Source: an optimization exercise on an open RTL-to-GDS flow (aim: small area). Production flows keep margins and buffers that such runs may drop. RTL that was checked went through simulation tests only; none was proved equivalent to the original. Power and IR drop assume default switching activity.

## daq_ctrl_top
module daq_ctrl_top (
	input  logic         tx_clk,
	input  logic         rst,
	input  logic [7:0]   byte_in,
	input  logic         byte_ready,
	input  logic         tx_en_fast,
	input  logic         tx_en_slow,
	input  logic         word_loaded_fast,
	input  logic         word_loaded_slow,
	output logic         byte_unload,
	output logic [145:0] timing,
	output logic [6:0]   pulses,
	output logic [9:0]   rb_fast,
	output logic [9:0]   rb_slow,
	output logic         dcm_rst,
	output logic         idelay_rst_out
);
	localparam int FAST_REGS = 31;
	localparam int SLOW_REGS = 23;
	logic       wr_fast;
	logic       wr_slow;
	logic       keep_fast;
	logic       keep_slow;
	logic [4:0] addr_fast;
	logic [4:0] addr_slow;
	logic [6:0] wdata;
	daq_ctrl_pkg::reg_word_t [FAST_REGS-1:0] fast_regs;
	daq_ctrl_pkg::reg_addr_t fast_rd_addr;
	daq_ctrl_pkg::reg_word_t fast_rd_data;
	daq_ctrl_pkg::reg_addr_t slow_rd_addr;
	daq_ctrl_pkg::reg_word_t slow_rd_data;
	cmd_decoder u_dec (
		.tx_clk      (tx_clk),
		.rst         (rst),
		.byte_in     (byte_in),
		.byte_ready  (byte_ready),
		.byte_unload (byte_unload),
		.wr_fast     (wr_fast),
		.wr_slow     (wr_slow),
		.keep_fast   (keep_fast),
		.keep_slow   (keep_slow),
		.addr_fast   (addr_fast),
		.addr_slow   (addr_slow),
		.wdata       (wdata),
		.pulses      (pulses)
	);
	ctrl_reg_bank #(.N_REGS(FAST_REGS)) u_fast_bank (
		.tx_clk  (tx_clk),
		.rst     (rst),
		.wr      (wr_fast),
		.keep    (keep_fast),
		.wr_addr (addr_fast),
		.wr_data (wdata),
		.rd_addr (fast_rd_addr),
		.rd_data (fast_rd_data),
		.regs    (fast_regs)
	);
	ctrl_reg_bank #(.N_REGS(SLOW_REGS)) u_slow_bank (
		.tx_clk  (tx_clk),
		.rst     (rst),
		.wr      (wr_slow),
		.keep    (keep_slow),
		.wr_addr (addr_slow),
		.wr_data (wdata),
		.rd_addr (slow_rd_addr),
		.rd_data (slow_rd_data),
		.regs    ()
	);
	reg_readback #(.N_REGS(FAST_REGS)) u_fast_rb (
  ...
clock: 10.0 ns
lec_check: 0
cap_margin: 20
core_margin: 2
core_utilization: 40
slew_margin: 20
standard.sh (not shown) runs the stock make flow with config.mk's settings and CLKGATE_MAP_FILE= SYNTH_SCRIPT=/design/flow/synth_recipe.tcl, a recipe that flattens the netlist after the stock synthesis.
==> flow/flow/run.sh <==
#!/bin/bash
# Own layout flow: the standard flow (standard.sh) with two changes.
#  1. Synthesis is the standard script with only the ABC script swapped for the
#     area-oriented flow/area.abc. Its registers (names and cell types) are
#     checked against the standard synthesis; if they differ the standard
#     netlist is used instead.
#  2. Port buffers are sky130_fd_sc_hd__buf_1 (buffer_ports -buffer_cell).
# Each tool's output goes to a log file of its own in this folder.
set -euo pipefail
W=$PWD
R=$W/orfs/results/$FLOW_PLATFORM/daq_ctrl_top/base

bash standard.sh synth > log_std_synth.txt 2>&1
cp "$R/1_2_yosys.v" ref_netlist.v

# 2. own synthesis: same script and make call, abc script swapped
{ cat flow/abc_override.tcl; cat synth_recipe.tcl; } > own_synth.tcl
sed "s#SYNTH_SCRIPT=[^ ]*#SYNTH_SCRIPT=$W/own_synth.tcl#" standard.sh > own_standard.sh
mkdir -p ref_results
cp -p "$R"/1_* ref_results/
rm -f "$R"/1_*
export OWN_ABC_SCRIPT=$W/flow/area.abc
if bash own_standard.sh synth > log_own_synth.txt 2>&1 \
   && python3 flow/regs.py ref_netlist.v "$R/1_2_yosys.v" > log_regs.txt 2>&1; then
  echo "own synthesis used" >> log_regs.txt
else
  echo "own synthesis not used, back to the standard netlist" >> log_regs.txt
  rm -f "$R"/1_*
  cp -p ref_results/1_* "$R"/
fi

# 3. the rest of the standard flow, port buffers as buf_1
export BUFFER_PORTS_ARGS="-buffer_cell sky130_fd_sc_hd__buf_1"
export CTS_ARGS="-sink_clustering_enable -sink_clustering_size 24 -sink_clustering_max_diameter 100 -buf_list sky130_fd_sc_hd__clkbuf_16 -dont_use_dummy_load -repair_clock_nets"
bash own_standard.sh > log_layout.txt 2>&1
test -s out/final.def
Other scripts of this flow, unchanged in this note and not shown: flow/flow/abc_override.tcl, flow/flow/area.abc, flow/flow/regs.py
Next try:
--- a/flow/flow/run.sh
+++ b/flow/flow/run.sh
@@ -34 +34 @@
-export CTS_ARGS="-sink_clustering_enable -sink_clustering_size 24 -sink_clustering_max_diameter 100 -buf_list sky130_fd_sc_hd__clkbuf_16 -dont_use_dummy_load -repair_clock_nets"
+export CTS_ARGS="-sink_clustering_enable -sink_clustering_size 16 -sink_clustering_max_diameter 80 -buf_list sky130_fd_sc_hd__clkbuf_8 -dont_use_dummy_load -repair_clock_nets"
Outcome: The changed run completed without violations; area after synthesis does not change; combinational power stays flat; hold slack hardly moves; total power went down by 2.0%; clock-buffer cell count went up by 12.
Function was not checked in any run of this note: the RTL went through the layout flow alone.

## garnet
Another version of the RTL of daq_ctrl_top (not shown whole).
Size: about 460 flip-flops.
## daq_ctrl_top
module daq_ctrl_top (
	input  logic         tx_clk,
	input  logic         rst,
	input  logic [7:0]   byte_in,
	input  logic         byte_ready,
	input  logic         tx_en_fast,
	input  logic         tx_en_slow,
	input  logic         word_loaded_fast,
	input  logic         word_loaded_slow,
	output logic         byte_unload,
	output logic [145:0] timing,
	output logic [6:0]   pulses,
	output logic [9:0]   rb_fast,
	output logic [9:0]   rb_slow,
	output logic         dcm_rst,
	output logic         idelay_rst_out
);
Settings: LEC_CHECK=0, CAP_MARGIN=20, CORE_MARGIN=2, CORE_UTILIZATION=60, PLACE_DENSITY=0.7, SLEW_MARGIN=20; clock period 10.0 ns.
==> flow/flow/run.sh <==
#!/bin/bash
# Own layout flow: the standard flow (standard.sh) with two changes.
#  1. Synthesis is the standard script with only the ABC script swapped for the
#     area-oriented flow/area.abc. Its registers (names and cell types) are
#     checked against the standard synthesis; if they differ the standard
#     netlist is used instead.
#  2. Port buffers are sky130_fd_sc_hd__buf_1 (buffer_ports -buffer_cell).
#  3. Clock tree: clusters of at most 16 sinks within 80 um, each driven by a
#     clkbuf_8, without dummy loads (CTS_ARGS).
# Each tool's output goes to a log file of its own in this folder.
set -euo pipefail
W=$PWD
R=$W/orfs/results/$FLOW_PLATFORM/daq_ctrl_top/base

bash standard.sh synth > log_std_synth.txt 2>&1
cp "$R/1_2_yosys.v" ref_netlist.v

# 2. own synthesis: same script and make call, abc script swapped
{ cat flow/abc_override.tcl; cat synth_recipe.tcl; } > own_synth.tcl
sed "s#SYNTH_SCRIPT=[^ ]*#SYNTH_SCRIPT=$W/own_synth.tcl#" standard.sh > own_standard.sh
mkdir -p ref_results
cp -p "$R"/1_* ref_results/
rm -f "$R"/1_*
export OWN_ABC_SCRIPT=$W/flow/area.abc
if bash own_standard.sh synth > log_own_synth.txt 2>&1 \
   && python3 flow/regs.py ref_netlist.v "$R/1_2_yosys.v" > log_regs.txt 2>&1; then
  echo "own synthesis used" >> log_regs.txt
else
  echo "own synthesis not used, back to the standard netlist" >> log_regs.txt
  rm -f "$R"/1_*
  cp -p ref_results/1_* "$R"/
fi

# 3. the rest of the standard flow, port buffers as buf_1
export BUFFER_PORTS_ARGS="-buffer_cell sky130_fd_sc_hd__buf_1"
export CTS_ARGS="-sink_clustering_enable -sink_clustering_size 16 -sink_clustering_max_diameter 80 -buf_list sky130_fd_sc_hd__clkbuf_8 -dont_use_dummy_load -repair_clock_nets"
bash own_standard.sh > log_layout.txt 2>&1
test -s out/final.def
==> flow/flow/area.abc <==
strash
&get -n
&st
&dch -f
&nf -a -R 1000
&put
Other scripts of this flow, unchanged in this note and not shown: flow/flow/abc_override.tcl, flow/flow/regs.py
The inputs of juniper differ from those of garnet as listed below.
-- flow/flow/run.sh --
<<< garnet, line 7
#  2. Port buffers are sky130_fd_sc_hd__buf_1 (buffer_ports -buffer_cell).
#  3. Clock tree: clusters of at most 16 sinks within 80 um, each driven by a
#     clkbuf_8, without dummy loads (CTS_ARGS).
# Each tool's output goes to a log file of its own in this folder.
>>> juniper, line 7
#  2. Port buffers are sky130_fd_sc_hd__buf_1 (buffer_ports -buffer_cell).
#  3. Clock tree: clusters of at most 10 sinks within 50 um, built of
#     clkbuf_4, without dummy loads (CTS_ARGS).
# Each tool's output goes to a log file of its own in this folder.
<<< garnet, line 35
export BUFFER_PORTS_ARGS="-buffer_cell sky130_fd_sc_hd__buf_1"
export CTS_ARGS="-sink_clustering_enable -sink_clustering_size 16 -sink_clustering_max_diameter 80 -buf_list sky130_fd_sc_hd__clkbuf_8 -dont_use_dummy_load -repair_clock_nets"
bash own_standard.sh > log_layout.txt 2>&1
>>> juniper, line 35
export BUFFER_PORTS_ARGS="-buffer_cell sky130_fd_sc_hd__buf_1"
export CTS_ARGS="-sink_clustering_enable -sink_clustering_size 10 -sink_clustering_max_diameter 50 -buf_list sky130_fd_sc_hd__clkbuf_4 -dont_use_dummy_load -repair_clock_nets"
bash own_standard.sh > log_layout.txt 2>&1
-- flow/flow/area.abc --
<<< garnet, line 6
&put
>>> juniper, line 6
&put
strash
&get -n
&st
&dch -f
&nf -a -R 1000
&put
strash
&get -n
&st
&dch -f
&nf -a -R 1000
&put
strash
&get -n
&st
&dch -f
&nf -a -R 1000
&put
[summary]
- Worst-case headroom to the max-slew limit: juniper and garnet compared, lower one is garnet
- The synthesized area was comparable across juniper and garnet.
- Number of ordinary and repair buffers in the finished layout is lower on garnet

[port drivers added, routing unchanged]
How much do the figures lean on ideal ports? The routed layouts below were timed once more, with nothing changed but the port constraints. Step 1: set_driving_cell puts a clkbuf_16 on tx_clk and a buf_2 on each other input, an assumption about the parent block. Step 2 times the ports against the registers' clock, not the clock port: input delays grow and output delays shrink by t, the midpoint of the rising clock arrivals with the driver on. Three values: ideal ports, drivers, drivers and shift; two values: the first two.
run	shift t [ns]	slack for setup (ns)	hold slack, ns
the first run of note 1	0.609	6.361 / 6.307 / 6.391	0.388 / 0.388 / 0.388
the second run of note 1	0.655	6.328 / 6.277 / 6.342	0.390 / 0.390 / 0.390
garnet	0.591	5.138 / 5.088 / 5.679	0.377 / 0.377 / 0.377
juniper	0.744	5.219 / 5.168 / 5.912	0.374 / 0.374 / 0.374
After both steps setup and hold are still met in every run listed. The worst setup slack also covers recovery checks on asynchronous resets.
